This is an optimization exercise on Yosys and OpenROAD, whose aim is a short achievable clock period and few clock cycles, not a production implementation.
At most, simulation tests tie the RTL to the original design; equivalence was not proved.
Function not checked in runs 1 to 5: the RTL went through the layout flow alone.
Power is estimated from default activity; no workload was simulated.

--- design/flow/design.v ---
module icache_nway_lru #(
   parameter int ADDR_W = 32,
   parameter int WAYS   = 4,
   parameter int SETS   = 4,
   parameter int WPL    = 2,
   parameter int PAGE   = 12,
   parameter int LDUP   = 4
) (
   input  logic                clk,
   input  logic                reset,
   input  logic                proc_req,
   input  logic [ADDR_W-1:0]   address_from_proc,
   input  logic                flush,
   output logic [31:0]         data_to_proc,
   output logic                proc_resp_valid,
   output logic                hit_miss,
   output logic                busy,
   output logic                ram_req,
   output logic [ADDR_W-1:0]   address_to_ram,
   input  logic [32*WPL-1:0]   data_from_ram,
   input  logic                ram_access_done
);
   localparam int WSEL_W = $clog2(WPL);
   localparam int OFF    = WSEL_W + 2;
   localparam int IDX_W  = $clog2(SETS);
   localparam int TAG_W  = ADDR_W - OFF - IDX_W;
   localparam int LO_W   = PAGE - OFF - IDX_W;    
   localparam int HI_W   = TAG_W - LO_W;          
   localparam int NPAIR  = WAYS * (WAYS - 1) / 2;
   localparam int HALF   = WAYS / 2;    
   logic [SETS-1:0][WAYS-1:0]                  valid_q;
   logic [SETS-1:0][WAYS-1:0]                  use_q;    
   logic [SETS-1:0][WAYS-1:0][TAG_W-1:0]       tag_q;
   logic [SETS-1:0][WAYS-1:0][WPL-1:0][31:0]   line_q;
   logic [SETS-1:0][NPAIR-1:0]                 ord_q;
   logic [SETS-1:0][WAYS-1:0]                  vic_q;
   logic [HI_W-1:0]                            page_q;   
   logic [LDUP-1:0][SETS-1:0][WAYS-1:0][LO_W-1:0] lo_q;  
   logic [LDUP-1:0][LO_W-1:0] lo_mask;
   for (genvar gk = 0; gk < LDUP; gk++) begin : g_lo_mask_k
      for (genvar gb = 0; gb < LO_W; gb++) begin : g_lo_mask_b
         assign lo_mask[gk][gb] = (gk == 1) || (gk == 2 && gb % 2 == 0) ||
                                  (gk == 3 && gb % 2 == 1);
      end
   end
   logic [ADDR_W-1:OFF]     addr_q;       
   logic [TAG_W-1:0]        req_tag_q;    
   logic [SETS-1:0]         req_set_q;    
   logic [WSEL_W-1:0]       req_word_q;
   logic [SETS-1:0][WAYS-1:0] hit_line_q;  
   logic                    again_q;      
   logic                    ram_req_q;    
   logic                    resp_a_n_q;   
   logic                    resp_b_n_q;   
   logic                    hit_miss_q;
   logic                    flush_pend_q;  
   logic [31:0]             word_a_n_q;   
   logic [31:0]             word_b_n_q;
   logic refill;    
   logic resp;      
   assign refill = ram_req_q;
   assign resp   = !(resp_a_n_q && resp_b_n_q);
   logic [TAG_W-1:0]          in_tag;
   logic [HI_W-1:0]           in_page;
   logic [LO_W-1:0]           in_lo;
   logic [IDX_W-1:0]          in_idx;
   logic [WSEL_W-1:0]         in_word;
   logic [SETS-1:0]           in_set;
   logic                      first;      
   logic                      flush_now;  
   logic                      page_ok;    
   logic                      look;       
   logic [SETS-1:0][WAYS-1:0] line_hit;
   logic                      hit_a;      
   logic                      hit_b;
   logic [31:0]               word_a;
   logic [31:0]               word_b;
   assign in_tag    = address_from_proc[ADDR_W-1:OFF+IDX_W];
   assign in_page   = in_tag[TAG_W-1:LO_W];
   assign in_lo     = in_tag[LO_W-1:0];
   assign in_idx    = address_from_proc[OFF+IDX_W-1:OFF];
   assign in_word   = address_from_proc[OFF-1:2];
   assign first     = proc_req && !refill && !again_q;
   assign flush_now = (flush || flush_pend_q) && !refill && !again_q;
   assign page_ok   = (in_page == page_q);
   assign look      = (first && !flush_now && page_ok) || again_q;
   always_comb begin
      for (int s = 0; s < SETS; s++)
         in_set[s] = (in_idx == IDX_W'(s));
   end
   logic [LDUP-1:0][SETS-1:0][WAYS-1:0] line_hit_k;
   always_comb begin
      for (int k = 0; k < LDUP; k++)
         for (int s = 0; s < SETS; s++)
            for (int w = 0; w < WAYS; w++)
               line_hit_k[k][s][w] = in_set[s] && use_q[s][w] &&
                                     ((lo_q[k][s][w] ^ lo_mask[k]) == in_lo);
   end
   assign line_hit = line_hit_k[0];
   localparam int SLICE = 32 / LDUP;
   always_comb begin
      hit_a  = 1'b0;
      hit_b  = 1'b0;
      word_a = '0;
      word_b = '0;
      for (int s = 0; s < SETS; s++)
         for (int w = 0; w < WAYS; w++)
            if (w < HALF) begin
               hit_a = hit_a || line_hit_k[0][s][w];
               for (int k = 0; k < LDUP; k++)
                  word_a[k*SLICE +: SLICE] = word_a[k*SLICE +: SLICE] |
                     ({SLICE{line_hit_k[k][s][w]}} & line_q[s][w][in_word][k*SLICE +: SLICE]);
            end else begin
               hit_b = hit_b || line_hit_k[LDUP-1][s][w];
               for (int k = 0; k < LDUP; k++)
                  word_b[k*SLICE +: SLICE] = word_b[k*SLICE +: SLICE] |
                     ({SLICE{line_hit_k[k][s][w]}} & line_q[s][w][in_word][k*SLICE +: SLICE]);
            end
   end
   logic              done;
   logic              upd;        
   logic [WAYS-1:0]   hit_way;    
   logic [WAYS-1:0]   cur_valid;
   logic [NPAIR-1:0]  cur_ord;
   logic [WAYS-1:0]   cur_vic;
   logic [WAYS-1:0]   acc;        
   logic [WAYS-1:0]   nxt_valid;
   logic [NPAIR-1:0]  nxt_ord;
   logic [WAYS-1:0]   lru;
   logic [WAYS-1:0]   nxt_vic;
   assign done = refill && ram_access_done;
   assign upd  = done || (resp && !hit_miss_q);
   always_comb begin
      hit_way = '0;
      for (int s = 0; s < SETS; s++)
         hit_way = hit_way | hit_line_q[s];
   end
   always_comb begin
      cur_valid = '0;
      cur_ord   = '0;
      cur_vic   = '0;
      for (int s = 0; s < SETS; s++)
         if (req_set_q[s]) begin
            cur_valid = cur_valid | valid_q[s];
            cur_ord   = cur_ord   | ord_q[s];
            cur_vic   = cur_vic   | vic_q[s];
         end
   end
   assign acc       = refill ? cur_vic : hit_way;
   assign nxt_valid = cur_valid | acc;
   always_comb begin
      int p;
      nxt_ord = cur_ord;
      p = 0;
      for (int i = 0; i < WAYS; i++)
         for (int j = i + 1; j < WAYS; j++) begin
            if (acc[i])      nxt_ord[p] = 1'b0;
            else if (acc[j]) nxt_ord[p] = 1'b1;
            p++;
         end
   end
   always_comb begin
      int p;
      lru = '1;
      p = 0;
      for (int i = 0; i < WAYS; i++)
         for (int j = i + 1; j < WAYS; j++) begin
            if (nxt_ord[p]) lru[j] = 1'b0;
            else            lru[i] = 1'b0;
            p++;
         end
   end
   always_comb begin
      logic found;
      nxt_vic = '0;
      found   = 1'b0;
      for (int w = 0; w < WAYS; w++)
         if (!nxt_valid[w] && !found) begin
            nxt_vic[w] = 1'b1;
            found      = 1'b1;
         end
      if (!found) nxt_vic = lru;
   end
   logic new_page;    
   assign new_page = first && !page_ok;
   always_ff @(posedge clk) begin
      addr_q     <= address_from_proc[ADDR_W-1:OFF];
      hit_line_q <= line_hit;
      word_a_n_q <= refill ? ~data_from_ram[32*req_word_q +: 32] : ~word_a;
      word_b_n_q <= refill ? '1 : ~word_b;
      if (first) begin
         req_tag_q  <= in_tag;
         req_set_q  <= in_set;
         req_word_q <= in_word;
      end
   end
   always_ff @(posedge clk) begin
      if (!reset) begin
         ram_req_q    <= 1'b0;
         resp_a_n_q   <= 1'b1;
         resp_b_n_q   <= 1'b1;
         again_q      <= 1'b0;
         hit_miss_q   <= 1'b1;
         flush_pend_q <= 1'b0;
         page_q       <= '0;
      end else begin
         resp_a_n_q <= !((look && hit_a) || done);
         resp_b_n_q <= !(look && hit_b);
         hit_miss_q <= refill;
         again_q    <= new_page && !flush_now;
         if (refill) ram_req_q <= !ram_access_done;
         else        ram_req_q <= (first && flush_now) || (look && !(hit_a || hit_b));
         if (refill || again_q) flush_pend_q <= flush_pend_q || flush;
         else                   flush_pend_q <= 1'b0;
         if (new_page) page_q <= in_page;
      end
   end
   logic clear;
   assign clear = !reset || flush_now;
   always_ff @(posedge clk) begin
      for (int s = 0; s < SETS; s++) begin
         if (clear) begin
            valid_q[s] <= '0;
            use_q[s]   <= '0;
            ord_q[s]   <= '0;
            vic_q[s]   <= WAYS'(1);
         end else begin
            if (new_page) begin
               for (int w = 0; w < WAYS; w++)
                  use_q[s][w] <= valid_q[s][w] && (tag_q[s][w][TAG_W-1:LO_W] == in_page);
            end
            if (upd && req_set_q[s]) begin
               valid_q[s] <= nxt_valid;
               ord_q[s]   <= nxt_ord;
               vic_q[s]   <= nxt_vic;
               if (refill) use_q[s] <= use_q[s] | acc;
            end
         end
      end
   end
   always_ff @(posedge clk) begin
      for (int s = 0; s < SETS; s++)
         for (int w = 0; w < WAYS; w++)
            if (reset && done && req_set_q[s] && vic_q[s][w]) begin
               tag_q[s][w]  <= req_tag_q;
               for (int k = 0; k < LDUP; k++)
                  lo_q[k][s][w] <= req_tag_q[LO_W-1:0] ^ lo_mask[k];
               line_q[s][w] <= data_from_ram;
            end
   end
   assign data_to_proc    = ~(word_a_n_q & word_b_n_q);
   assign proc_resp_valid = resp;
   assign hit_miss        = hit_miss_q;
   assign busy            = refill;
   assign ram_req         = refill;
   assign address_to_ram  = {addr_q, OFF'(0)};
endmodule
--- design/flow/flow/run.sh ---
#!/bin/bash
# Standard layout, with timing repair aiming further below the clock period and
# a few slow multi-input OR/NOR cells kept out of synthesis and repair.
set -euo pipefail
base=$(make -s -C "$FLOW_HOME" DESIGN_CONFIG="$PWD/config.mk" print-DONT_USE_CELLS | sed -n 's/^DONT_USE_CELLS: //p')
extra="sky130_fd_sc_hd__or3_1 sky130_fd_sc_hd__or3_2 sky130_fd_sc_hd__or3_4 sky130_fd_sc_hd__or3b_1 sky130_fd_sc_hd__or3b_2 sky130_fd_sc_hd__or3b_4 sky130_fd_sc_hd__or4_1 sky130_fd_sc_hd__or4_2 sky130_fd_sc_hd__or4_4 sky130_fd_sc_hd__or4b_1 sky130_fd_sc_hd__or4b_2 sky130_fd_sc_hd__or4b_4 sky130_fd_sc_hd__or4bb_1 sky130_fd_sc_hd__or4bb_2 sky130_fd_sc_hd__or4bb_4"
bash standard.sh SETUP_SLACK_MARGIN=6 "DONT_USE_CELLS=$base $extra"  finish > orfs_make.log 2>&1
--- design/flow/standard.sh ---
#!/bin/bash
# synth_recipe.tcl (not shown) runs the flow's synth.tcl, then flattens the netlist and writes it again
# the make line also repeats each setting of config.mk as NAME=value (left out here)
make -C /OpenROAD-flow-scripts/flow DESIGN_CONFIG=/design/flow/config.mk WORK_HOME=/design/flow/orfs CLKGATE_MAP_FILE= SYNTH_SCRIPT=/design/flow/synth_recipe.tcl "${@:-finish}"
--- design/flow/config.mk ---
export PLATFORM = sky130hd
export DESIGN_NAME = icache_nway_lru
export DESIGN_NICKNAME = icache_nway_lru
export VERILOG_FILES = /design/flow/design.v
export SDC_FILE = /design/flow/constraint.sdc
export NUM_CORES = 8
export LEC_CHECK = 0
export ABC_CLOCK_PERIOD_IN_PS = 2000
export CAP_MARGIN = 20
export CORE_MARGIN = 2
export CORE_UTILIZATION = 40
export SETUP_SLACK_MARGIN = 5
export SLEW_MARGIN = 20
--- design/flow/constraint.sdc ---
create_clock -name core_clock -period 8.5 [get_ports {clk}]
set_input_delay 1.7000 -clock core_clock [delete_from_list [all_inputs] [get_ports {clk}]]
set_output_delay 1.7000 -clock core_clock [all_outputs]
set_load 0.01 [all_outputs]
==> results of run 1 <==
timing repair:
| action | in CTS | in global routing |
|---|---|---|
| gates cloned | 97 | 5 |
| buffers inserted | 279 | 103 |
| gates resized for setup | 1356 | 361 |
| pin swaps | 246 | 203 |
| endpoints found under the setup margin | 1842 | 831 |
layer usage:
layer	up-vias	track usage
met4	16	0.101
met2	2195	0.398
li1	17700	-
met3	530	0.0478
met1	21968	0.335
met5	-	0
sequential cells by signal (all words and copies together), names as in the netlist:
signal and cells:
addr_q 29, again_q 1, flush_pend_q 1, hit_line_q 16, hit_miss_q 1, line_q 1024
lo_q 224, ord_q 24, page_q 20, ram_req_q 1, req_set_q 4, req_tag_q 27
req_word_q 1, resp_a_n_q 1, resp_b_n_q 1, tag_q 320, use_q 16, valid_q 16
vic_q 16, word_a_n_q 32, word_b_n_q 32
cell type report:
cell class | count | area (µm²) | area share
Clock inverter | 88 | 1230 | 0.0132
Clock buffer | 256 | 5160 | 0.0554
Multi-Input combinational cell | 2200 | 22400 | 0.240
Tap cell | 2325 | 2910 | 0.0312
Timing Repair Buffer | 679 | 9220 | 0.0988
Antenna cell | 8 | 20.0 | 0.000215
Inverter | 26 | 110 | 0.00118
Sequential cell | 1807 | 52300 | 0.560
placed cells by master (no fill, tap or decap), types with 29 or more instances in the layout:
cell type / instances
xor2_2: 31
xor2_1: 233
o22ai_1: 61
nand2_8: 30
nand2_1: 56
clkdlybuf4s50_1: 64
clkbuf_1: 43
mux2_2: 49
clkbuf_8: 29
dfxtp_2: 64
o22ai_2: 66
dfxtp_1: 140
clkinv_2: 30
buf_12: 120
nor4_1: 32
xnor2_2: 48
buf_16: 52
buf_4: 227
clkbuf_16: 188
nand4_1: 67
buf_6: 145
bufbuf_16: 29
a22o_1: 29
o22ai_4: 45
edfxtp_1: 1600
nand2_2: 41
xnor2_1: 231
and3_4: 39
nor4_4: 42
mux2i_1: 513
nor2_1: 81
kinds of logic (layout without fill, tap and decap cells):
kind of cell | after synthesis | count (layout)
compound gates | 466 | 466
xor+xnor | 564 | 564
buf+inv | 218 | 1049
flops | 1807 | 1807
mux | 566 | 566
other cells | 1 | 11
simple gates | 563 | 601
critical path: stages, from the launching register on:
cell and delay (ns):
dfxtp_2 0.36, nand2_4 0.09, buf_6 0.13
per-stage QoR:
stage | hold WS [ns] | cell area [µm²] | utilization | worst slack, ns | total power [W]
after floorplan | 0.436 | 71100 | - | 4.99 | 0.0106
after global placement | 0.442 | 74700 | 0.430 | 3.03 | 0.0111
after detailed placement | 0.448 | 74700 | 0.430 | 2.98 | 0.0111
after CTS | 0.456 | 90100 | 0.519 | 5.31 | 0.0199
after global routing | 0.484 | 93300 | 0.537 | 5.33 | 0.0204
final | 0.460 | 93300 | 0.537 | 5.36 | 0.0199
worst min-delay path by stage:
stage                            to  slack (ns)  cells after the start
after floorplan           ord_q[18]        0.44                      2
after detailed placement  ord_q[19]        0.45                      2
after global placement    ord_q[21]        0.44                      2
final                     ord_q[18]        0.46                      2
after global routing      ord_q[21]        0.48                      2
after CTS                 ord_q[19]        0.46                      2
cell usage after synthesis (5+ instances only):
library cell | instances | share of area
o31ai_1 | 23 | 0.0025
inv_1 | 26 | 0.0014
xnor2_1 | 292 | 0.037
buf_1 | 41 | 0.0022
nor2b_1 | 24 | 0.0021
nor4_1 | 84 | 0.0075
a21oi_1 | 39 | 0.0028
and2_1 | 6 | 0.00054
o21ai_0 | 25 | 0.0018
and3_1 | 23 | 0.0021
a211oi_1 | 36 | 0.0039
mux2i_1 | 516 | 0.074
nor3_1 | 32 | 0.0023
clkbuf_1 | 69 | 0.0037
edfxtp_1 | 1600 | 0.69
buf_4 | 15 | 0.0016
o22a_1 | 22 | 0.0028
a32o_1 | 8 | 0.0011
nand4_1 | 67 | 0.0060
nand3b_1 | 5 | 0.00054
xor2_1 | 272 | 0.034
mux2_2 | 49 | 0.0079
o221ai_1 | 22 | 0.0028
a311oi_1 | 8 | 0.0010
buf_2 | 63 | 0.0045
a2111oi_0 | 22 | 0.0028
nor2_1 | 116 | 0.0062
o22ai_1 | 172 | 0.015
nand2_1 | 150 | 0.0080
a22oi_1 | 19 | 0.0020
dfxtp_1 | 207 | 0.059
a22o_1 | 29 | 0.0036
o41ai_1 | 15 | 0.0019
nand3_1 | 38 | 0.0027
power groups by stage:
stage	Clock, W	Combinational [W]	Sequential (W)
after floorplan	0	0.000600	0.0100
after global placement	0	0.000949	0.0101
after detailed placement	0	0.000956	0.0101
after CTS	0.00851	0.00141	0.00994
after global routing	0.00888	0.00159	0.00995
final	0.00844	0.00154	0.00995
==> results.py, run 1 <==
metrics = {
    "global_routing": {
        "grt-ovfl-total": 0,
        "antenna_found_initial": 18,
        "grtUsageTotal": 0.249,
        "grt_pass1_wl_um": 314000,
        "grt_pass1_vias": 40840,
        "grt_max_degree": 63,
    },
    "clock_network": {
        "cts.sinks": 1807,
        "clk_pin_slew_ns": 0.06,
        "clkLatencyLatePin_ns": 0.85,
        "root_buffer": "clkbuf_16",
        "holdBufCountCts": 0,
        "cts_tree": "built",
        "cts_buffers": 183,
        "clock_path_buffers": 3,
        "htree_levels": 4,
    },
    "yosys": {
        "ys_seq_area_frac": 0.746,
        "synth.area.mux_share": 0.0819,
        "async_flop_share": 0,
        "yosys.area_share.simple": 0.0400,
        "synth_cells": 4185,
        "syn_area_um2": 70000,
        "synth_edf_count": 1600,
        "synth_xor_area_frac": 0.0706,
        "synth_ff_type": "edfxtp_1",
        "ys_ff_latch": 1807,
        "synthAdderAreaFrac": 0,
        "synth-compound-area-share": 0.0479,
        "synth_cell_types": 63,
        "synth.avg_cell_area_um2": 16.7,
        "ys.warnings.count": 1,
        "synth_top_family_by_area": "multiplexers",
    },
    "worst_setup_path": {
        "path_class": "register to output port",
        "cp.arrival_ns": 1.44,
        "regToRegEndpoint": "vic_q[3]",
        "crit_path_end": "data_to_proc[30]",
        "required_ns": 6.80,
        "crit_path_end_kind": "output port",
        "r2r_slack_ns": 5.98,
        "reg2reg_depth": 8,
        "start_kind": "register",
        "cp-startpoint": "word_a_n_q[30]",
        "path_max_fanout": 1,
        "r2r-start": "req_set_q[3]",
    },
    "route": {
        "met2WireLength_um": 109000,
        "detail-route-antenna-nets": 0,
        "wl_met1_um": 89700,
        "postRouteWirelength_um": 232000,
        "drt-initial-drc-count": 4966,
        "highest_layer": "met5",
        "vias": 42409,
        "wl_met3_um": 21500,
        "drtPass1Iterations": 6,
        "vias_per_cell": 5.74,
        "wire_per_inst_um": 31.4,
        "drc": 0,
    },
    "timing": {
        "period_share": 0.369,
        "hold_viol": 0,
        "maxSlewViolCount": 0,
        "fmax_mhz": 319,
        "relSlewSlack": 0.214,
        "layout_min_cycle_time_ns": 3.14,
        "setup_viol": 0,
        "tightest_slew_ns": 1.18,
        "grt_setup_unrepaired": "true",
        "fin_tns_setup_ns": 0,
        "clock_skew_ns": 0.0514,
    },
    "worst_hold_path": {
        "worstHoldStart": "ord_q[18]",
        "hold_path_class": "register to register",
    },
    "power_and_ir_drop": {
        "p_comb_frac": 0.077,
        "leakage_nw": 32.3,
        "intPower_w": 0.0154,
        "clock_power_share": 0.424,
        "p_sw_frac": 0.229,
        "peakVddDrop_mv": 0.229,
        "switchingPower_w": 0.00457,
        "powerDensity_nw_per_um2": 214,
        "p_seq_frac": 0.499,
    },
    "place": {
        "gp_congestion": 0.781,
        "port_buffers": 163,
        "dp.cells": 6553,
        "hpwl_um": 104000,
    },
    "die": {
        "row_count": 153,
        "start_util": 0.403,
        "core_area_um2": 174000,
        "die_w_um": 422,
        "die_area_um2": 178000,
        "pin_count": 169,
        "die_y_um": 422,
    },
    "layout": {
        "fill_cells": 13381,
        "final-instance-count-excl-fill": 7389,
        "syn_to_final_growth_pct": 33.3,
        "drive_above_1_share": 0.328,
        "nNetsFinal": 4998,
    },
    "run": {
        "maxCapViolations": 0,
    },
    "outcome": {
        "outcome": "timing/DRC/antenna clean",
    },
}
==> run 2, diff against run 1 <==
--- a/design/flow/design.v
+++ b/design/flow/design.v
@@ -5,5 +5,5 @@
    parameter int WPL    = 2,
    parameter int PAGE   = 12,
-   parameter int LDUP   = 4
+   parameter int LDUP   = 2
 ) (
    input  logic                clk,
==> run 2 against run 1 <==
Worst setup slack got worse by 0.099 ns. Cell area is 0.33% lower. Critical path type unchanged. Area after synthesis increased by 0.52%. Die area up 0.52%. Largest cell class unchanged. Sequential share of layout area up 0.19 points. Fmax down 3.1%. Synthesized cell count shrank 0.81%. Highest routed layer unchanged. Critical path depth increased by 1. Hold slack worse by 0.0024 ns. Utilization shrank 0.35 points.
==> results.py, run 2 <==
metrics = {
    "timing": {
        "grt_setup_unrepaired": "true",
        "clock_skew_ns": 0.0753,
        "period_share": 0.381,
        "fin_tns_setup_ns": 0,
        "hold_viol": 0,
        "setup_viol": 0,
        "tightest_slew_ns": 1.17,
        "layout_min_cycle_time_ns": 3.24,
        "fmax_mhz": 309,
        "maxSlewViolCount": 0,
        "relSlewSlack": 0.223,
    },
    "route": {
        "wl_met1_um": 92800,
        "wl_met3_um": 23000,
        "postRouteWirelength_um": 239000,
        "wire_per_inst_um": 32.3,
        "detail-route-antenna-nets": 0,
        "met2WireLength_um": 111000,
        "drtPass1Iterations": 5,
        "vias": 43179,
        "vias_per_cell": 5.84,
        "highest_layer": "met5",
        "drc": 0,
        "drt-initial-drc-count": 5721,
    },
    "die": {
        "start_util": 0.403,
        "core_area_um2": 174000,
        "die_area_um2": 179000,
        "die_y_um": 423,
        "row_count": 153,
        "die_w_um": 423,
        "pin_count": 169,
    },
    "place": {
        "gp_congestion": 0.790,
        "hpwl_um": 97200,
        "port_buffers": 163,
    },
    "yosys": {
        "synth_cell_types": 67,
        "synth_ff_type": "edfxtp_1",
        "synth_common_cells": "1,600 x edfxtp_1, 319 x xor2_1, 259 x mux2i_1, 243 x xnor2_1, 241 x mux2_2",
        "synth_edf_count": 1600,
        "yosys.area.top_type": "edfxtp_1",
        "synth_cells": 4151,
        "ys_top_cells_by_area": "edfxtp_1 68%, dfxtp_1 5.9%, xor2_1 4.0%, mux2_2 3.9%, mux2i_1 3.7%",
        "ys.warnings.count": 1,
        "synth.avg_cell_area_um2": 17.0,
        "yosysMostFrequentCell": "edfxtp_1",
        "async_flop_share": 0,
        "ys_ff_latch": 1807,
        "yosys.area.top_type_share": 0.683,
        "syn_area_um2": 70400,
        "ys_seq_area_frac": 0.742,
    },
    "global_routing": {
        "grt-ovfl-total": 0,
        "grt_pass1_vias": 41355,
        "antenna_found_initial": 10,
        "grtUsageTotal": 0.256,
        "grt_pass1_wl_um": 322000,
        "grt_max_degree": 71,
    },
    "worst_setup_path": {
        "slowest_delay_ns": 0.36,
        "path_class": "register to output port",
        "start_kind": "register",
        "required_ns": 6.80,
        "cp_cell_sequence": "buf_12, buf_8, buf_6",
        "path_max_fanout": 3,
        "cp_top_family": "buffers and inverters",
        "crit_buf_inv": 3,
        "crit_slowest_cell": "dfxtp_4",
        "cp.arrival_ns": 1.54,
        "crit_path_end_kind": "output port",
    },
    "worst_hold_path": {
        "hold_path_class": "register to register",
    },
    "layout": {
        "final_util": 0.533,
        "largest_register_ffs": 1024,
        "layout_commonest_cell": "edfxtp_1",
        "final_cell_mix": "1,600 x edfxtp_1, 295 x xor2_1, 259 x mux2i_1",
        "regMostFlops": "line_q",
        "syn_to_final_growth_pct": 32.1,
        "top_regs": "line_q x1024, tag_q x320, lo_q x224",
        "drive_above_1_share": 0.355,
        "nNetsFinal": 5002,
    },
    "power_and_ir_drop": {
        "leakage_nw": 32.0,
        "peakVddDrop_mv": 0.177,
        "powerDensity_nw_per_um2": 213,
    },
    "clock_network": {
        "cts.sinks": 1807,
        "clkLatencyLatePin_ns": 0.85,
        "htree_levels": 4,
        "clk_pin_slew_ns": 0.06,
        "cts_tree": "built",
        "cts_buffers": 187,
        "clock_path_buffers": 3,
        "root_buffer": "clkbuf_16",
    },
    "outcome": {
        "outcome": "timing/DRC/antenna clean",
    },
    "run": {
        "maxCapViolations": 0,
    },
}
==> run 2: final cells by class <==
type | count | area [µm²]
clock buffer | 263 | 5280
multi-input combinational | 2154 | 20500
tap | 2325 | 2910
timing repair buffer | 736 | 10800
inverter | 15 | 65.1
fill | 13477 | 81400
antenna | 7 | 17.5
clock inverter | 87 | 1040
sequential | 1807 | 52300
==> run 2: layer usage <==
layer / global-route usage / vias to the layer above
met4: 0.111 / 10
met2: 0.404 / 2470
met5: 0 / -
met3: 0.0521 / 513
li1: - / 17839
met1: 0.342 / 22347
==> run 2: cell families after synthesis <==
logic type	synth area share
and+or+nand+nor	0.0397
AOI/OAI and AO/OA	0.0552
other	0.0000533
DFF	0.742
xor gates and xnor gates	0.0704
muxes	0.0754
buffers and inverters	0.0175
==> run 2: timing repair <==
action                                   CTS  global route
gates cloned                             126            11
pin swaps                                236           171
hold buffers                               0             0
endpoints found under the setup margin  1838           518
buffers inserted                         286           101
resized for setup                       1148           257
==> run 2: path summary, 6_finish.rpt <==
check	start	end	slack [ns]	depth (start not counted)
worst min-delay path	ord_q[21]	ord_q[21]	0.46	2
worst min register to register	ord_q[21]	ord_q[21]	0.46	2
worst max register to register	ram_req_q	word_a_n_q[29]	5.88	9
worst max-delay path	ram_req_q	ram_req	5.26	3
==> run 2: per-stage QoR <==
stage | instance area [µm²] | std cells | power [W] | hold slack, ns | setup WS (ns)
final | 93000 | 7394 | 0.0198 | 0.457 | 5.26
after detailed placement | 75600 | 6513 | 0.0111 | 0.451 | 3.03
after floorplan | 72100 | 4153 | 0.0107 | 0.435 | 5.00
after global placement | 75600 | 6513 | 0.0111 | 0.443 | 3.05
after global routing | 93000 | 7389 | 0.0203 | 0.482 | 5.23
after CTS | 90400 | 7275 | 0.0198 | 0.460 | 5.21
==> run 2: worst reg2reg max path, stage by stage (launching register included) <==
cell and delay [ns]:
dfxtp_4 0.36, buf_4 0.16, buf_8 0.21, inv_6 0.30
buf_12 0.36, buf_6 0.49, o31ai_1 0.15, a221oi_1 0.28
nand2_1 0.12, o22ai_2 0.16
==> run 2: where the power goes <==
group,internal (W),total [W],leakage (nW),switching [W]
Combinational,0.000675,0.00154,12.9,0.000860
Sequential,0.00980,0.00996,16.1,0.000158
Clock,0.00477,0.00831,3.06,0.00354
==> run 3, diff against run 2 <==
--- a/design/flow/design.v
+++ b/design/flow/design.v
@@ -5,5 +5,5 @@
    parameter int WPL    = 2,
    parameter int PAGE   = 12,
-   parameter int LDUP   = 2
+   parameter int LDUP   = 4
 ) (
    input  logic                clk,
@@ -99,22 +99,33 @@
    assign line_hit = line_hit_k[0];
    localparam int SLICE = 32 / LDUP;
-   always_comb begin
+   logic [WAYS-1:0][31:0]           cand;
+   logic [LDUP-1:0][WAYS-1:0]       way_hit_k;
+   always_comb begin
+      for (int w = 0; w < WAYS; w++) begin
+         cand[w] = '0;
+         for (int s = 0; s < SETS; s++)
+            cand[w] = cand[w] | ({32{in_set[s]}} & line_q[s][w][in_word]);
+         for (int k = 0; k < LDUP; k++) begin
+            way_hit_k[k][w] = 1'b0;
+            for (int s = 0; s < SETS; s++)
+               way_hit_k[k][w] = way_hit_k[k][w] || line_hit_k[k][s][w];
+         end
+      end
       hit_a  = 1'b0;
       hit_b  = 1'b0;
       word_a = '0;
       word_b = '0;
-      for (int s = 0; s < SETS; s++)
-         for (int w = 0; w < WAYS; w++)
-            if (w < HALF) begin
-               hit_a = hit_a || line_hit_k[0][s][w];
-               for (int k = 0; k < LDUP; k++)
-                  word_a[k*SLICE +: SLICE] = word_a[k*SLICE +: SLICE] |
-                     ({SLICE{line_hit_k[k][s][w]}} & line_q[s][w][in_word][k*SLICE +: SLICE]);
-            end else begin
-               hit_b = hit_b || line_hit_k[LDUP-1][s][w];
-               for (int k = 0; k < LDUP; k++)
-                  word_b[k*SLICE +: SLICE] = word_b[k*SLICE +: SLICE] |
-                     ({SLICE{line_hit_k[k][s][w]}} & line_q[s][w][in_word][k*SLICE +: SLICE]);
-            end
+      for (int w = 0; w < WAYS; w++)
+         if (w < HALF) begin
+            hit_a = hit_a || way_hit_k[0][w];
+            for (int k = 0; k < LDUP; k++)
+               word_a[k*SLICE +: SLICE] = word_a[k*SLICE +: SLICE] |
+                  ({SLICE{way_hit_k[k][w]}} & cand[w][k*SLICE +: SLICE]);
+         end else begin
+            hit_b = hit_b || way_hit_k[LDUP-1][w];
+            for (int k = 0; k < LDUP; k++)
+               word_b[k*SLICE +: SLICE] = word_b[k*SLICE +: SLICE] |
+                  ({SLICE{way_hit_k[k][w]}} & cand[w][k*SLICE +: SLICE]);
+         end
    end
    logic              done;
==> run 3 against run 2 <==
Final cell count decreased by 6.1%. Cell area fell by 3.0%. Sequential share of layout area increased by 1.7 points. Worst setup slack improved by 0.099 ns. Count of clock-buffer cells in the layout grew 2. Clock skew decreased by 0.016 ns. Combinational power hardly changed. Power shrank 1.1%. Fmax up 3.1%. Synthesized cell count down 7.5%. Global-route usage shrank 2.1 points. Largest cell class unchanged. Highest routed layer unchanged.
==> results.py, run 3 <==
metrics = {
    "layout": {
        "drive_above_1_share": 0.348,
        "layout_commonest_cell": "edfxtp_1",
        "top_regs": "line_q x1024, tag_q x320, lo_q x224",
        "largest_register_ffs": 1024,
        "final_cell_mix": "1,600 x edfxtp_1, 280 x xnor2_1, 256 x mux4_2",
        "regMostFlops": "line_q",
        "nNetsFinal": 4539,
        "syn_to_final_growth_pct": 28.0,
    },
    "yosys": {
        "async_flop_share": 0,
        "yosys.area.top_type": "edfxtp_1",
        "ys_ff_latch": 1807,
        "yosysMostFrequentCell": "edfxtp_1",
        "ys_top_cells_by_area": "edfxtp_1 68%, mux4_2 8.2%, dfxtp_1 5.9%, xnor2_1 4.0%, xor2_1 3.0%",
        "synth_cells": 3841,
        "ys_seq_area_frac": 0.741,
        "synth.avg_cell_area_um2": 18.3,
        "synth_edf_count": 1600,
        "ys.warnings.count": 1,
        "synth_cell_types": 68,
        "synth_ff_type": "edfxtp_1",
        "synth_common_cells": "1,600 x edfxtp_1, 321 x xnor2_1, 256 x mux4_2, 243 x xor2_1, 207 x dfxtp_1",
        "syn_area_um2": 70500,
        "yosys.area.top_type_share": 0.682,
    },
    "route": {
        "vias_per_cell": 5.67,
        "drtPass1Iterations": 5,
        "drc": 0,
        "wire_per_inst_um": 30.8,
        "drt-initial-drc-count": 5140,
        "postRouteWirelength_um": 214000,
        "detail-route-antenna-nets": 0,
        "vias": 39397,
    },
    "power_and_ir_drop": {
        "peakVddDrop_mv": 0.225,
        "leakage_nw": 29.9,
        "powerDensity_nw_per_um2": 217,
    },
    "clock_network": {
        "htree_levels": 4,
        "holdBufCountCts": 0,
        "clock_path_buffers": 3,
        "clkLatencyLatePin_ns": 0.86,
        "cts_tree": "built",
        "root_buffer": "clkbuf_16",
        "cts_buffers": 184,
        "clk_pin_slew_ns": 0.06,
        "cts.sinks": 1807,
    },
    "timing": {
        "setup_viol": 0,
        "fin_tns_setup_ns": 0,
        "relSlewSlack": 0.154,
        "grt_setup_unrepaired": "true",
        "tightest_slew_ns": 1.27,
        "clock_skew_ns": 0.0598,
        "layout_min_cycle_time_ns": 3.14,
        "hold_ws_ns": 0.456,
        "period_share": 0.369,
        "maxSlewViolCount": 0,
        "fmax_mhz": 319,
        "hold_viol": 0,
    },
    "worst_setup_path": {
        "r2r-start": "req_set_q[1]",
        "reg2reg_depth": 8,
        "path_class": "register to output port",
        "r2r_slack_ns": 6.05,
        "regToRegEndpoint": "vic_q[11]",
        "required_ns": 6.80,
        "crit_slowest_cell": "dfxtp_2",
        "slowest_delay_ns": 0.35,
        "start_kind": "register",
        "crit_path_end_kind": "output port",
        "cp.arrival_ns": 1.44,
        "cp_cell_sequence": "nand2_4, buf_6",
        "path_max_fanout": 1,
    },
    "global_routing": {
        "antenna_found_initial": 18,
        "grtUsageTotal": 0.235,
        "grt_pass1_wl_um": 297000,
        "grt_busiest_layer": "met2",
        "grt_max_degree": 62,
        "use_met3": 0.0478,
        "grt-ovfl-total": 0,
        "grtUsageMet1": 0.327,
        "grt_pass1_vias": 38559,
        "grt_use_met2": 0.371,
    },
    "die": {
        "die_w_um": 424,
        "core_area_um2": 176000,
        "start_util": 0.401,
        "pin_count": 169,
        "die_y_um": 424,
        "row_count": 154,
        "die_area_um2": 180000,
    },
    "worst_hold_path": {
        "worstHoldStart": "ord_q[8]",
        "hold_path_class": "register to register",
        "hold_depth": 2,
        "whs_endpoint": "ord_q[8]",
    },
    "place": {
        "port_buffers": 163,
        "hpwl_um": 91800,
        "gp_congestion": 0.777,
    },
    "run": {
        "maxCapViolations": 0,
    },
    "outcome": {
        "outcome": "timing/DRC/antenna clean",
    },
}
run 3: cell types whose count changed after synthesis, sizes merged, moves of 38 or more:
cell and change:
a221oi -54, xor2 -76, a22oi -38, o31ai -43, mux2i -155, mux2 -185, mux4 +256, xnor2 +76
o22ai -52
run 3: routing by layer:
layer,vias to the layer above,wire length [µm],share of wire
met1,20818,85900,0.40
met3,354,19300,0.090
met4,16,7070,0.033
li1,16325,-,-
met5,-,94,0.00044
met2,1884,102000,0.48
run 3: timing repair:
| item | CTS | global route |
|---|---|---|
| gates cloned | 103 | 7 |
| setup endpoints to repair | 1827 | 523 |
| buffers inserted | 222 | 42 |
| pin swaps | 206 | 105 |
| gates resized for setup | 1128 | 203 |
run 3: logic make-up (layout without fill, tap and decap cells):
kind of cell    Yosys count  after routing  share of synthesized area
flops                  1807           1807                      0.741
xor+xnor                564            564                     0.0701
simple gates            556            601                     0.0411
mux                     416            416                      0.106
compound gates          283            283                     0.0276
buf+inv                 214            928                     0.0148
other cells               1              6                  0.0000532
run 3: final cells by class:
type                    instances  area [µm²]
fillers                     13729       85400
flip-flops and latches       1807       52300
multi-input cells            1867       20500
repair buffers                569        8380
clock buffers                 265        5110
well taps                    2340        2930
clock inverters                85         983
inverters                       9        33.8
diodes                          3        7.51
run 3: metrics by stage:
stage / area [µm²] / instances / util / power (W) / worst slack, ns
after global placement: 75100 / 6217 / 0.428 / 0.0111 / 3.02
after global routing: 90200 / 6944 / 0.514 / 0.0201 / 5.33
after CTS: 88600 / 6893 / 0.505 / 0.0196 / 5.29
final: 90200 / 6945 / 0.514 / 0.0196 / 5.36
after detailed placement: 75100 / 6218 / 0.428 / 0.0111 / 3.00
after floorplan: 71500 / 3843 / - / 0.0107 / 5.03
run 3: report_power, final:
part / internal, W / leakage [nW] / total, W / switching, W
Combinational: 0.000705 / 10.8 / 0.00155 / 0.000845
Clock: 0.00459 / 2.96 / 0.00812 / 0.00353
Sequential: 0.00979 / 16.1 / 0.00993 / 0.000138
Total: 0.0151 / 29.9 / 0.0196 / 0.00451
run 3: worst max path at each step:
stage / from / endpoint / slack [ns] / cells after the start
after floorplan: reset / line_q[0] / 5.03 / 5
after global placement: reset / line_q[556] / 3.02 / 5
after detailed placement: reset / line_q[556] / 3.00 / 5
after CTS: word_b_n_q[28] / data_to_proc[28] / 5.29 / 2
after global routing: word_b_n_q[28] / data_to_proc[28] / 5.33 / 2
final: word_b_n_q[28] / data_to_proc[28] / 5.36 / 2
run 3: critical path: cells and delay by family (launching register included):
kind	cells	cell delay, ns
and+or+nand+nor	1	0.11
DFF	1	0.35
buffers and inverters	1	0.14
==> run 4, diff against run 3 <==
--- a/design/flow/design.v
+++ b/design/flow/design.v
@@ -5,5 +5,5 @@
    parameter int WPL    = 2,
    parameter int PAGE   = 12,
-   parameter int LDUP   = 4
+   parameter int LDUP   = 2
 ) (
    input  logic                clk,
==> run 4 against run 3 <==
Still clean on timing, DRC and antenna. Highest routed layer unchanged. Sequential share of layout area grew 0.65 points. Global-route usage is 0.22 points lower. Register-to-register slack worse by 0.02 ns. Combinational power about the same.
==> results.py, run 4 <==
metrics = {
    "clock_network": {
        "holdBufCountCts": 0,
        "cts.sinks": 1807,
        "clock_path_buffers": 3,
        "cts_buffers": 187,
        "cts_tree": "built",
        "root_buffer": "clkbuf_16",
        "htree_levels": 4,
        "clk_pin_slew_ns": 0.06,
        "clkLatencyLatePin_ns": 0.84,
    },
    "power_and_ir_drop": {
        "peakVddDrop_mv": 0.219,
        "intPower_w": 0.0150,
        "leakage_nw": 29.6,
        "p_comb_frac": 0.080,
        "clock_power_share": 0.409,
        "switchingPower_w": 0.00446,
        "p_seq_frac": 0.510,
        "total_power_w": 0.0195,
        "powerDensity_nw_per_um2": 218,
        "p_sw_frac": 0.229,
    },
    "timing": {
        "period_share": 0.365,
        "fin_tns_setup_ns": 0,
        "fmax_mhz": 322,
        "hold_viol": 0,
        "tightest_slew_ns": 1.24,
        "grt_setup_unrepaired": "true",
        "layout_min_cycle_time_ns": 3.10,
        "setup_viol": 0,
        "relSlewSlack": 0.173,
        "clock_skew_ns": 0.0281,
        "maxSlewViolCount": 0,
    },
    "layout": {
        "top_regs": "line_q x1024, tag_q x320, lo_q x224",
        "nNetsFinal": 4429,
        "regMostFlops": "line_q",
        "layout_commonest_cell": "edfxtp_1",
        "syn_to_final_growth_pct": 26.9,
        "largest_register_ffs": 1024,
        "final_cell_mix": "1,600 x edfxtp_1, 271 x xnor2_1, 256 x mux4_2",
        "fin_area_um2": 89200,
        "drive_above_1_share": 0.328,
        "multi_input_area_um2": 20200,
        "fill_cells": 13780,
        "seq_area_um2": 52300,
    },
    "route": {
        "vias_per_cell": 5.69,
        "postRouteWirelength_um": 212000,
        "wire_per_inst_um": 31.1,
        "vias": 38809,
        "drtPass1Iterations": 6,
        "drt-initial-drc-count": 4321,
        "drc": 0,
        "detail-route-antenna-nets": 0,
    },
    "yosys": {
        "async_flop_share": 0,
        "yosys.area.top_type_share": 0.683,
        "synth_cells": 3777,
        "ys_top_cells_by_area": "edfxtp_1 68%, mux4_2 8.2%, dfxtp_1 5.9%, xnor2_1 4.2%, xor2_1 2.8%",
        "yosysMostFrequentCell": "edfxtp_1",
        "yosys.area.top_type": "edfxtp_1",
        "synth_ff_type": "edfxtp_1",
        "synth_common_cells": "1,600 x edfxtp_1, 341 x xnor2_1, 256 x mux4_2, 223 x xor2_1, 207 x dfxtp_1",
        "syn_area_um2": 70300,
        "synth_edf_count": 1600,
        "synth.avg_cell_area_um2": 18.6,
        "ys.warnings.count": 1,
        "synth_cell_types": 59,
        "ys_seq_area_frac": 0.742,
        "ys_ff_latch": 1807,
    },
    "die": {
        "die_y_um": 423,
        "core_area_um2": 174000,
        "die_area_um2": 179000,
        "start_util": 0.404,
        "pin_count": 169,
        "die_w_um": 423,
        "row_count": 153,
    },
    "place": {
        "gp_congestion": 0.766,
        "dpl-instance-area_um2": 75400,
        "hpwl_um": 87600,
        "port_buffers": 163,
    },
    "global_routing": {
        "grt_pass1_wl_um": 294000,
        "grt_pass1_vias": 38228,
        "grt_max_degree": 65,
        "grtUsageTotal": 0.232,
        "antenna_found_initial": 21,
        "grt-ovfl-total": 0,
    },
    "worst_hold_path": {
        "hold_path_class": "register to register",
    },
    "worst_setup_path": {
        "start_kind": "register",
        "required_ns": 6.80,
        "path_max_fanout": 2,
        "crit_slowest_cell": "dfxtp_2",
        "path_class": "register to output port",
        "crit_buf_inv": 1,
        "slowest_delay_ns": 0.35,
        "cp.arrival_ns": 1.40,
        "crit_path_end_kind": "output port",
        "cp_cell_sequence": "nand2_4, buf_6",
        "cp_top_family": "flip-flops",
    },
    "run": {
        "maxCapViolations": 0,
    },
    "outcome": {
        "outcome": "timing/DRC/antenna clean",
    },
}
-- run 4: changes by cell type after synthesis, sizes merged, moves of 11 or more --
cell | previous run | this run
nand4 | 75 | 94
nand3 | 50 | 30
xor2 | 243 | 223
mux2i | 104 | 180
xnor2 | 321 | 341
a21boi | 21 | 2
a21oi | 63 | 37
mux2 | 56 | 0
nor2 | 73 | 26
nor3 | 28 | 9
o22ai | 44 | 64
nor4 | 70 | 81
nor2b | 2 | 21
-- run 4: final cells by class --
| cell class | instances | share of cell area |
|---|---|---|
| multi-input combinational | 1801 | 0.227 |
| clock buffer | 292 | 0.0620 |
| tap | 2325 | 0.0326 |
| inverter | 7 | 0.000295 |
| clock inverter | 57 | 0.00460 |
| antenna | 3 | 0.0000842 |
| timing repair buffer | 524 | 0.0873 |
| sequential | 1807 | 0.586 |
-- run 4: worst register-to-register path, cell delays in order (launching register included) --
cell and delay [ns]:
edfxtp_1 0.48, buf_4 0.20, a22oi_1 0.19, nand3_1 0.31
a32oi_2 0.45, a221oi_1 0.12, o21ai_1 0.44, a21oi_1 0.14
-- run 4: power groups by stage --
stage | Combinational, W | Clock (W) | Sequential (W)
floorplan | 0.000730 | 0 | 0.0100
CTS | 0.00150 | 0.00809 | 0.00993
detailed placement | 0.00108 | 0 | 0.0101
global placement | 0.00108 | 0 | 0.0101
finish | 0.00157 | 0.00798 | 0.00994
global route | 0.00163 | 0.00844 | 0.00994
-- run 4: layer usage --
metal  vias up  track usage  wire length [µm]
met5         -            0               159
met4        24       0.0718              7420
met3       428       0.0434             17000
met2      1827        0.373            100000
met1     20447        0.322             86900
li1      16083            -                 -
-- run 4: timing repair --
item	4_1_cts	5_1_grt
buffers inserted	178	29
pin swaps	121	75
setup endpoints to repair	1832	587
gates cloned	117	6
resized for setup	1007	151
-- run 4: stage by stage --
step | hold WS, ns | setup WS (ns) | cells | utilization
final | 0.456 | 5.40 | 6816 | 0.512
after global routing | 0.478 | 5.36 | 6814 | 0.512
after CTS | 0.455 | 5.34 | 6778 | 0.505
after detailed placement | 0.447 | 3.23 | 6134 | 0.433
after global placement | 0.442 | 3.22 | 6134 | 0.433
after floorplan | 0.436 | 5.00 | 3779 | -
-- run 4: cell families (layout without fill, tap and decap cells) --
kind of cell / count (synthesis) / after routing / synth area share
other: 1 / 6 / 0.0000533
and+or+nand+nor: 498 / 542 / 0.0386
AOI/OAI and AO/OA: 254 / 256 / 0.0243
DFF: 1807 / 1807 / 0.742
xor gates and xnor gates: 564 / 564 / 0.0703
buffers and inverters: 217 / 880 / 0.0167
muxes: 436 / 436 / 0.108
-- run 4: final timing paths --
| kind | startpoint | endpoint | slack (ns) | depth (start not counted) |
|---|---|---|---|---|
| worst max-delay path | resp_b_n_q | proc_resp_valid | 5.40 | 2 |
| worst max register to register | req_set_q[1] | vic_q[11] | 6.03 | 7 |
| worst min-delay path | ord_q[0] | ord_q[0] | 0.46 | 2 |
| worst min register to register | ord_q[0] | ord_q[0] | 0.46 | 2 |
==> run 5, diff against run 4 <==
--- a/design/flow/design.v
+++ b/design/flow/design.v
@@ -4,6 +4,5 @@
    parameter int SETS   = 4,
    parameter int WPL    = 2,
-   parameter int PAGE   = 12,
-   parameter int LDUP   = 2
+   parameter int PAGE   = 12
 ) (
    input  logic                clk,
@@ -36,12 +35,4 @@
    logic [SETS-1:0][WAYS-1:0]                  vic_q;
    logic [HI_W-1:0]                            page_q;   
-   logic [LDUP-1:0][SETS-1:0][WAYS-1:0][LO_W-1:0] lo_q;  
-   logic [LDUP-1:0][LO_W-1:0] lo_mask;
-   for (genvar gk = 0; gk < LDUP; gk++) begin : g_lo_mask_k
-      for (genvar gb = 0; gb < LO_W; gb++) begin : g_lo_mask_b
-         assign lo_mask[gk][gb] = (gk == 1) || (gk == 2 && gb % 2 == 0) ||
-                                  (gk == 3 && gb % 2 == 1);
-      end
-   end
    logic [ADDR_W-1:OFF]     addr_q;       
    logic [TAG_W-1:0]        req_tag_q;    
@@ -89,27 +80,20 @@
          in_set[s] = (in_idx == IDX_W'(s));
    end
-   logic [LDUP-1:0][SETS-1:0][WAYS-1:0] line_hit_k;
-   always_comb begin
-      for (int k = 0; k < LDUP; k++)
-         for (int s = 0; s < SETS; s++)
-            for (int w = 0; w < WAYS; w++)
-               line_hit_k[k][s][w] = in_set[s] && use_q[s][w] &&
-                                     ((lo_q[k][s][w] ^ lo_mask[k]) == in_lo);
-   end
-   assign line_hit = line_hit_k[0];
-   localparam int SLICE = 32 / LDUP;
-   logic [WAYS-1:0][31:0]           cand;
-   logic [LDUP-1:0][WAYS-1:0]       way_hit_k;
+   logic [WAYS-1:0][LO_W-1:0] way_lo;
+   logic [WAYS-1:0]           way_use;
+   logic [WAYS-1:0][31:0]     way_word;
+   logic [WAYS-1:0]           way_hit;
    always_comb begin
       for (int w = 0; w < WAYS; w++) begin
-         cand[w] = '0;
-         for (int s = 0; s < SETS; s++)
-            cand[w] = cand[w] | ({32{in_set[s]}} & line_q[s][w][in_word]);
-         for (int k = 0; k < LDUP; k++) begin
-            way_hit_k[k][w] = 1'b0;
-            for (int s = 0; s < SETS; s++)
-               way_hit_k[k][w] = way_hit_k[k][w] || line_hit_k[k][s][w];
-         end
-      end
+         way_lo[w]   = tag_q[in_idx][w][LO_W-1:0];
+         way_use[w]  = use_q[in_idx][w];
+         way_word[w] = line_q[in_idx][w][in_word];
+         way_hit[w]  = way_use[w] && (way_lo[w] == in_lo);
+      end
+      for (int s = 0; s < SETS; s++)
+         for (int w = 0; w < WAYS; w++)
+            line_hit[s][w] = in_set[s] && way_hit[w];
+   end
+   always_comb begin
       hit_a  = 1'b0;
       hit_b  = 1'b0;
@@ -118,13 +102,9 @@
       for (int w = 0; w < WAYS; w++)
          if (w < HALF) begin
-            hit_a = hit_a || way_hit_k[0][w];
-            for (int k = 0; k < LDUP; k++)
-               word_a[k*SLICE +: SLICE] = word_a[k*SLICE +: SLICE] |
-                  ({SLICE{way_hit_k[k][w]}} & cand[w][k*SLICE +: SLICE]);
+            hit_a  = hit_a || way_hit[w];
+            word_a = word_a | ({32{way_hit[w]}} & way_word[w]);
          end else begin
-            hit_b = hit_b || way_hit_k[LDUP-1][w];
-            for (int k = 0; k < LDUP; k++)
-               word_b[k*SLICE +: SLICE] = word_b[k*SLICE +: SLICE] |
-                  ({SLICE{way_hit_k[k][w]}} & cand[w][k*SLICE +: SLICE]);
+            hit_b  = hit_b || way_hit[w];
+            word_b = word_b | ({32{way_hit[w]}} & way_word[w]);
          end
    end
@@ -255,6 +235,4 @@
             if (reset && done && req_set_q[s] && vic_q[s][w]) begin
                tag_q[s][w]  <= req_tag_q;
-               for (int k = 0; k < LDUP; k++)
-                  lo_q[k][s][w] <= req_tag_q[LO_W-1:0] ^ lo_mask[k];
                line_q[s][w] <= data_from_ram;
             end
==> run 5 against run 4 <==
Utilization rose by 2.2 points. Still clean on timing, DRC and antenna. Critical path type is now input pin to register. Flip-flop and latch count shrank 112. Die area up 2.5%. Clock skew rose by 0.033 ns. Sequential power is 7.2% lower. Fmax shrank 31%. Cell area is 7.1% higher. Sequential share of layout area down 7.4 points. Critical path depth rose by 13. Area after synthesis grew 2.5%.
==> results.py, run 5 <==
metrics = {
    "outcome": {
        "outcome": "timing/DRC/antenna clean",
    },
    "worst_setup_path": {
        "crit_path_frequent_cell": "buf_16",
        "cp_cell_sequence": "buf_16, buf_4, ha_4, buf_6, mux2i_1, nor4_1, a211oi_1, o211ai_1, o32ai_2, xor2_1, nand4_2, nor4b_4, buf_12, buf_16, a21oi_2",
        "path_max_fanout": 22,
        "crit_slowest_cell": "mux2i_1",
        "required_ns": 9.18,
        "slowest_delay_ns": 0.46,
        "crit_path_end_kind": "register",
        "cp_top_family": "buffers and inverters",
        "start_kind": "input pin",
        "crit_buf_inv": 5,
        "cp.arrival_ns": 5.15,
        "path_class": "input pin to register",
    },
    "route": {
        "drt-initial-drc-count": 8328,
        "drtPass1Iterations": 6,
        "wire_per_inst_um": 39.7,
        "drc": 0,
        "postRouteWirelength_um": 299000,
        "vias_per_cell": 6.47,
        "detail-route-antenna-nets": 0,
        "vias": 48742,
    },
    "yosys": {
        "yosys.area.top_type": "edfxtp_1",
        "synth_common_cells": "1,488 x edfxtp_1, 384 x mux4_2, 283 x nand2_1, 280 x xnor2_1, 208 x mux2i_1",
        "yosysMostFrequentCell": "edfxtp_1",
        "ys_top_cells_by_area": "edfxtp_1 62%, mux4_2 12%, dfxtp_1 5.8%, xnor2_1 3.4%, mux2i_1 2.9%",
        "synth_edf_count": 1488,
        "ys_seq_area_frac": 0.678,
        "synth.avg_cell_area_um2": 17.2,
        "synth_ff_type": "edfxtp_1",
        "synth_cells": 4188,
        "async_flop_share": 0,
        "yosys.area.top_type_share": 0.620,
        "synth_cell_types": 86,
        "ys_ff_latch": 1695,
        "syn_area_um2": 72100,
        "ys.warnings.count": 1,
    },
    "global_routing": {
        "grt_max_degree": 133,
        "grt_pass1_vias": 44941,
        "grt_pass1_wl_um": 377000,
        "grtUsageTotal": 0.297,
        "grt-ovfl-total": 0,
        "antenna_found_initial": 30,
    },
    "place": {
        "dpl-instance-area_um2": 76700,
        "hpwl_um": 136000,
        "port_buffers": 163,
        "gp_congestion": 1.01,
    },
    "layout": {
        "nNetsFinal": 5117,
        "syn_to_final_growth_pct": 32.5,
        "fin_area_um2": 95500,
        "final_util": 0.534,
        "final_cell_mix": "1,488 x edfxtp_1, 384 x mux4_2, 257 x buf_4",
        "drive_above_1_share": 0.392,
        "largest_register_ffs": 1024,
        "top_regs": "line_q x1024, tag_q x432",
        "layout_commonest_cell": "edfxtp_1",
        "regMostFlops": "line_q",
        "fill_cells": 13874,
    },
    "power_and_ir_drop": {
        "leakage_nw": 32.3,
        "powerDensity_nw_per_um2": 203,
        "peakVddDrop_mv": 0.189,
    },
    "clock_network": {
        "htree_levels": 4,
        "cts_buffers": 182,
        "clk_pin_slew_ns": 0.06,
        "cts_tree": "built",
        "cts.sinks": 1695,
        "root_buffer": "clkbuf_16",
        "holdBufCountCts": 0,
        "clkLatencyLatePin_ns": 0.85,
        "clock_path_buffers": 3,
    },
    "die": {
        "core_area_um2": 179000,
        "die_y_um": 428,
        "die_area_um2": 184000,
        "start_util": 0.403,
        "pin_count": 169,
        "die_w_um": 428,
        "row_count": 155,
    },
    "timing": {
        "period_share": 0.525,
        "fmax_mhz": 224,
        "tightest_slew_ns": 1.18,
        "maxSlewViolCount": 0,
        "clock_skew_ns": 0.0613,
        "setup_viol": 0,
        "hold_viol": 0,
        "hold_ws_ns": 0.499,
        "fin_tns_setup_ns": 0,
        "grt_setup_unrepaired": "true",
        "relSlewSlack": 0.214,
        "layout_min_cycle_time_ns": 4.47,
    },
    "run": {
        "maxCapViolations": 0,
    },
    "worst_hold_path": {
        "hold_path_class": "register to register",
    },
}
-- run 5: through the flow --
| step | worst slack (ns) | cells | total power, W |
|---|---|---|---|
| 2_1_floorplan | 3.32 | 4190 | 0.0103 |
| 3_3_place_gp | 1.81 | 6551 | 0.0109 |
| 3_5_place_dp | 1.78 | 6551 | 0.0109 |
| 4_1_cts | 4.21 | 7252 | 0.0192 |
| 5_1_grt | 4.07 | 7522 | 0.0198 |
| 6_report | 4.03 | 7530 | 0.0194 |
-- run 5: cell families after synthesis --
group | Yosys count | share of synthesized area
flip-flops | 1695 | 0.678
AND/OR/NAND/NOR | 701 | 0.0462
multiplexers | 684 | 0.166
AO/OA/AOI/OAI | 434 | 0.0433
XOR/XNOR | 365 | 0.0445
buffers and inverters | 301 | 0.0216
adder cells (fa/ha/maj) | 7 | 0.00122
other | 1 | 0.0000520
-- run 5: cell type report --
| class | instances | area, µm² | share of cell area |
|---|---|---|---|
| diodes | 12 | 30.0 | 0.000314 |
| clock buffers | 250 | 5100 | 0.0534 |
| clock inverters | 88 | 927 | 0.00971 |
| inverters | 16 | 118 | 0.00123 |
| multi-input cells | 2241 | 24400 | 0.256 |
| flip-flops and latches | 1695 | 48900 | 0.512 |
| well taps | 2355 | 2950 | 0.0308 |
| repair buffers | 870 | 13000 | 0.136 |
| repair inverters | 3 | 25.0 | 0.000262 |
-- run 5: worst paths after layout --
kind / from / end / slack (ns) / depth (start not counted)
max reg2reg: tag_q[84] / word_a_n_q[2] / 5.05 / 11
min reg2reg: ord_q[2] / ord_q[2] / 0.50 / 2
min: ord_q[2] / ord_q[2] / 0.50 / 2
max: address_from_proc[3] / word_a_n_q[2] / 4.03 / 15
-- run 5: where the power goes --
part | switching (W) | leakage (nW) | internal [W]
Sequential | 0.0000743 | 15.1 | 0.00915
Clock | 0.00346 | 2.93 | 0.00456
Combinational | 0.00125 | 14.3 | 0.000891
-- run 5: repair_timing --
| item | CTS | global route |
|---|---|---|
| buffers inserted | 259 | 173 |
| pin swaps | 126 | 128 |
| cloned | 104 | 93 |
| endpoints found under the setup margin | 1729 | 1369 |
| gates resized for setup | 1035 | 374 |
-- run 5: routing by layer --
layer	GRT usage	part of all wire	vias up
met4	0.183	0.078	18
met5	0	0.00039	-
met2	0.443	0.44	4051
met3	0.0806	0.13	1017
li1	-	-	18538
met1	0.388	0.35	25118
-- run 5: worst min-delay path: cells and delay by family (launching register included) --
family          cells  cell delay (ns)
flops               1             0.32
simple gates        1             0.08
compound gates      1             0.06
==> run 6, diff against run 5 <==
--- a/design/flow/design.v
+++ b/design/flow/design.v
@@ -80,20 +80,21 @@
          in_set[s] = (in_idx == IDX_W'(s));
    end
-   logic [WAYS-1:0][LO_W-1:0] way_lo;
-   logic [WAYS-1:0]           way_use;
-   logic [WAYS-1:0][31:0]     way_word;
-   logic [WAYS-1:0]           way_hit;
+   always_comb begin
+      for (int s = 0; s < SETS; s++)
+         for (int w = 0; w < WAYS; w++)
+            line_hit[s][w] = in_set[s] && use_q[s][w] &&
+                             (tag_q[s][w][LO_W-1:0] == in_lo);
+   end
+   logic [WAYS-1:0][31:0] cand;
+   logic [WAYS-1:0]       way_hit;
    always_comb begin
       for (int w = 0; w < WAYS; w++) begin
-         way_lo[w]   = tag_q[in_idx][w][LO_W-1:0];
-         way_use[w]  = use_q[in_idx][w];
-         way_word[w] = line_q[in_idx][w][in_word];
-         way_hit[w]  = way_use[w] && (way_lo[w] == in_lo);
-      end
-      for (int s = 0; s < SETS; s++)
-         for (int w = 0; w < WAYS; w++)
-            line_hit[s][w] = in_set[s] && way_hit[w];
-   end
-   always_comb begin
+         cand[w]    = '0;
+         way_hit[w] = 1'b0;
+         for (int s = 0; s < SETS; s++) begin
+            cand[w]    = cand[w] | ({32{in_set[s]}} & line_q[s][w][in_word]);
+            way_hit[w] = way_hit[w] || line_hit[s][w];
+         end
+      end
       hit_a  = 1'b0;
       hit_b  = 1'b0;
@@ -103,8 +104,8 @@
          if (w < HALF) begin
             hit_a  = hit_a || way_hit[w];
-            word_a = word_a | ({32{way_hit[w]}} & way_word[w]);
+            word_a = word_a | ({32{way_hit[w]}} & cand[w]);
          end else begin
             hit_b  = hit_b || way_hit[w];
-            word_b = word_b | ({32{way_hit[w]}} & way_word[w]);
+            word_b = word_b | ({32{way_hit[w]}} & cand[w]);
          end
    end
--- a/design/flow/config.mk
+++ b/design/flow/config.mk
@@ -9,5 +9,6 @@
 export CAP_MARGIN = 20
 export CORE_MARGIN = 2
-export CORE_UTILIZATION = 40
+export CORE_UTILIZATION = 50
+export PLACE_DENSITY = 0.65
 export SETUP_SLACK_MARGIN = 5
 export SLEW_MARGIN = 20
==> run 6 against run 5 <==
Still clean on timing, DRC and antenna. Clock skew decreased by 0.023 ns. Fmax increased by 44%. Worst setup slack improved by 1.4 ns. Combinational power decreased by 34%. Utilization increased by 9.9 points. Final cell count decreased by 22%. Count of clock-buffer cells in the layout decreased by 2. Highest routed layer unchanged.
==> results.py, run 6 <==
metrics = {
    "global_routing": {
        "grtUsageTotal": 0.278,
        "grt_max_degree": 106,
        "grt_pass1_vias": 35409,
        "grt-ovfl-total": 0,
        "antenna_found_initial": 9,
        "grt_pass1_wl_um": 264000,
    },
    "yosys": {
        "yosys.area.top_type_share": 0.681,
        "synth.avg_cell_area_um2": 18.8,
        "async_flop_share": 0,
        "synth_edf_count": 1488,
        "ys_seq_area_frac": 0.744,
        "ys_top_cells_by_area": "edfxtp_1 68%, mux4_2 8.8%, dfxtp_1 6.3%, xnor2_1 3.5%, mux2i_1 2.7%",
        "yosys.area.top_type": "edfxtp_1",
        "synth_cell_types": 57,
        "synth_common_cells": "1,488 x edfxtp_1, 262 x xnor2_1, 256 x mux4_2, 207 x dfxtp_1, 190 x xor2_1",
        "synth_ff_type": "edfxtp_1",
        "ys.warnings.count": 1,
        "synth_cells": 3481,
        "syn_area_um2": 65600,
        "yosysMostFrequentCell": "edfxtp_1",
        "ys_ff_latch": 1695,
    },
    "worst_setup_path": {
        "regToRegEndpoint": "vic_q[5]",
        "cp_cell_sequence": "buf_16, buf_6",
        "path_class": "register to output port",
        "path_max_fanout": 3,
        "start_kind": "register",
        "r2r-start": "req_set_q[0]",
        "crit_slowest_cell": "dfxtp_4",
        "cp_top_family": "flip-flops",
        "path_depth": 2,
        "required_ns": 6.80,
        "crit_buf_inv": 2,
        "r2r_slack_ns": 5.99,
        "cp.arrival_ns": 1.39,
        "reg2reg_depth": 7,
        "cp-startpoint": "ram_req_q",
        "crit_path_end_kind": "output port",
        "slowest_delay_ns": 0.36,
    },
    "timing": {
        "period_share": 0.364,
        "maxSlewViolCount": 0,
        "hold_ws_ns": 0.467,
        "tightest_slew_ns": 1.16,
        "fmax_mhz": 324,
        "clock_skew_ns": 0.0379,
        "relSlewSlack": 0.227,
        "layout_min_cycle_time_ns": 3.09,
        "fin_tns_setup_ns": 0,
        "hold_viol": 0,
        "grt_setup_unrepaired": "true",
        "setup_viol": 0,
    },
    "layout": {
        "drive_above_1_share": 0.343,
        "final_util": 0.633,
        "final_cell_mix": "1,488 x edfxtp_1, 256 x mux4_2, 192 x xnor2_1",
        "fin_area_um2": 82200,
        "layout_commonest_cell": "edfxtp_1",
        "top_regs": "line_q x1024, tag_q x432",
        "largest_register_ffs": 1024,
        "syn_to_final_growth_pct": 25.3,
        "regMostFlops": "line_q",
        "fill_cells": 8885,
        "nNetsFinal": 4101,
    },
    "power_and_ir_drop": {
        "peakVddDrop_mv": 0.240,
        "powerDensity_nw_per_um2": 219,
        "p_comb_frac": 0.078,
        "total_power_w": 0.0180,
        "p_sw_frac": 0.223,
        "p_seq_frac": 0.517,
        "clock_power_share": 0.405,
        "switchingPower_w": 0.00402,
        "intPower_w": 0.0140,
        "leakage_nw": 27.5,
    },
    "worst_hold_path": {
        "hold_path_class": "register to register",
        "whs_endpoint": "ord_q[4]",
        "hold_depth": 2,
        "worstHoldStart": "ord_q[4]",
    },
    "place": {
        "hpwl_um": 78500,
        "port_buffers": 163,
        "gp_congestion": 0.808,
        "dpl-instance-area_um2": 70000,
    },
    "route": {
        "postRouteWirelength_um": 189000,
        "drc": 0,
        "vias_per_cell": 6.14,
        "met2WireLength_um": 89500,
        "wire_per_inst_um": 32.1,
        "vias": 36109,
        "wl_met3_um": 17100,
        "highest_layer": "met5",
        "detail-route-antenna-nets": 0,
        "wl_met1_um": 74800,
        "drt-initial-drc-count": 4462,
        "drtPass1Iterations": 6,
    },
    "clock_network": {
        "clkLatencyLatePin_ns": 0.81,
        "cts_tree": "built",
        "root_buffer": "clkbuf_16",
        "htree_levels": 4,
        "clock_path_buffers": 3,
        "cts_buffers": 169,
        "clk_pin_slew_ns": 0.06,
        "holdBufCountCts": 0,
        "cts.sinks": 1695,
    },
    "die": {
        "row_count": 132,
        "core_area_um2": 130000,
        "die_y_um": 366,
        "pin_count": 169,
        "start_util": 0.505,
        "die_area_um2": 134000,
        "die_w_um": 366,
    },
    "run": {
        "maxCapViolations": 0,
    },
    "outcome": {
        "outcome": "timing/DRC/antenna clean",
    },
}
run 6: layout make-up:
class / instances / area [µm²] / area share
Antenna cell: 5 / 12.5 / 0.000152
Clock buffer: 248 / 4880 / 0.0594
Clock inverter: 60 / 505 / 0.00615
Multi-Input combinational cell: 1632 / 18600 / 0.227
Sequential cell: 1695 / 48900 / 0.595
Tap cell: 1742 / 2180 / 0.0265
Timing Repair Buffer: 502 / 7030 / 0.0856
run 6: worst max path at each step:
| stage | endpoint | slack, ns |
|---|---|---|
| 6_report | busy | 5.41 |
| 5_1_grt | busy | 5.37 |
| 4_1_cts | busy | 5.35 |
| 3_5_place_dp | line_q[220] | 3.08 |
| 3_3_place_gp | line_q[252] | 3.06 |
| 2_1_floorplan | page_q[16] | 5.00 |
run 6: cell families after synthesis:
family	after synthesis	share of synthesized area
DFF	1695	0.744
xor gates and xnor gates	452	0.0603
and+or+nand+nor	443	0.0377
muxes	436	0.115
AOI/OAI and AO/OA	253	0.0258
buffers and inverters	201	0.0164
other	1	0.0000572
run 6: repair_timing:
item / CTS / global route
pin swaps: 125 / 69
endpoints found under the setup margin: 1696 / 688
buffers inserted: 165 / 46
gates resized for setup: 970 / 151
cloned: 96 / 12
run 6: routing by layer:
layer,GRT usage,up-vias
li1,-,14912
met1,0.383,19021
met2,0.441,1810
met3,0.0594,362
met4,0.0961,4
met5,0,-
run 6: stage by stage:
step	std cells	worst slack [ns]
floorplan	3483	5.00
global placement	5251	3.06
detailed placement	5252	3.08
CTS	5821	5.35
global route	5879	5.37
finish	5884	5.41
run 6: tightest hold or removal path: cells and delay by family (launching register included):
| kind | cells | cell delay, ns |
|---|---|---|
| AO/OA/AOI/OAI | 1 | 0.05 |
| AND/OR/NAND/NOR | 1 | 0.07 |
| flip-flops | 1 | 0.31 |
run 6: power groups by stage:
stage	clock network (W)	logic, W	registers [W]
3_5_place_dp	0	0.00101	0.00948
2_1_floorplan	0	0.000672	0.00941
3_3_place_gp	0	0.000999	0.00948
6_report	0.00730	0.00141	0.00933
4_1_cts	0.00737	0.00133	0.00932
5_1_grt	0.00772	0.00147	0.00932
Testbench counts of run 6, summed over its fixed seeds: cycles 44,685.

-- static timing again, ports no longer ideal --
The flow's constraints put no driver on any port. The routed layouts listed below were extracted and timed again, unchanged, in two steps.
Step 1 sets driving cells, clkbuf_16 on the clock port and buf_2 on the other inputs (assumed; they add their load-dependent delay and slew).
Step 2 moves the port delays by t, midway between the first and last clock arrival at a register: inputs arrive t later, outputs are due t later. That takes back most of the time a late clock gives input paths.
a / b / c = ideal ports / drivers / drivers and shift; a / b = the first two.
| run | t (ns) | setup WS [ns] | worst setup path at the end | worst data-port slew with drivers (ns) |
|---|---|---|---|---|
| run 1 | 0.912 | 5.363 / 5.273 / 4.462 | input to register | 0.27 |
| run 2 | 0.897 | 5.263 / 5.183 / 4.705 | input to register | 0.19 |
| run 3 | 0.907 | 5.362 / 5.275 / 4.595 | input to register | 0.33 |
| run 4 | 0.903 | 5.397 / 5.314 / 4.577 | input to register | 0.34 |
| run 5 | 0.913 | 4.034 / 3.853 / 2.940 | input to register | 0.30 |
| run 6 | 0.876 | 5.409 / 5.325 / 4.462 | input to register | 0.30 |
After both steps every run listed still meets setup and hold. For run 5, which loses most, drivers alone change the setup slack by -0.181 ns; drivers and shift together by -1.094 ns.
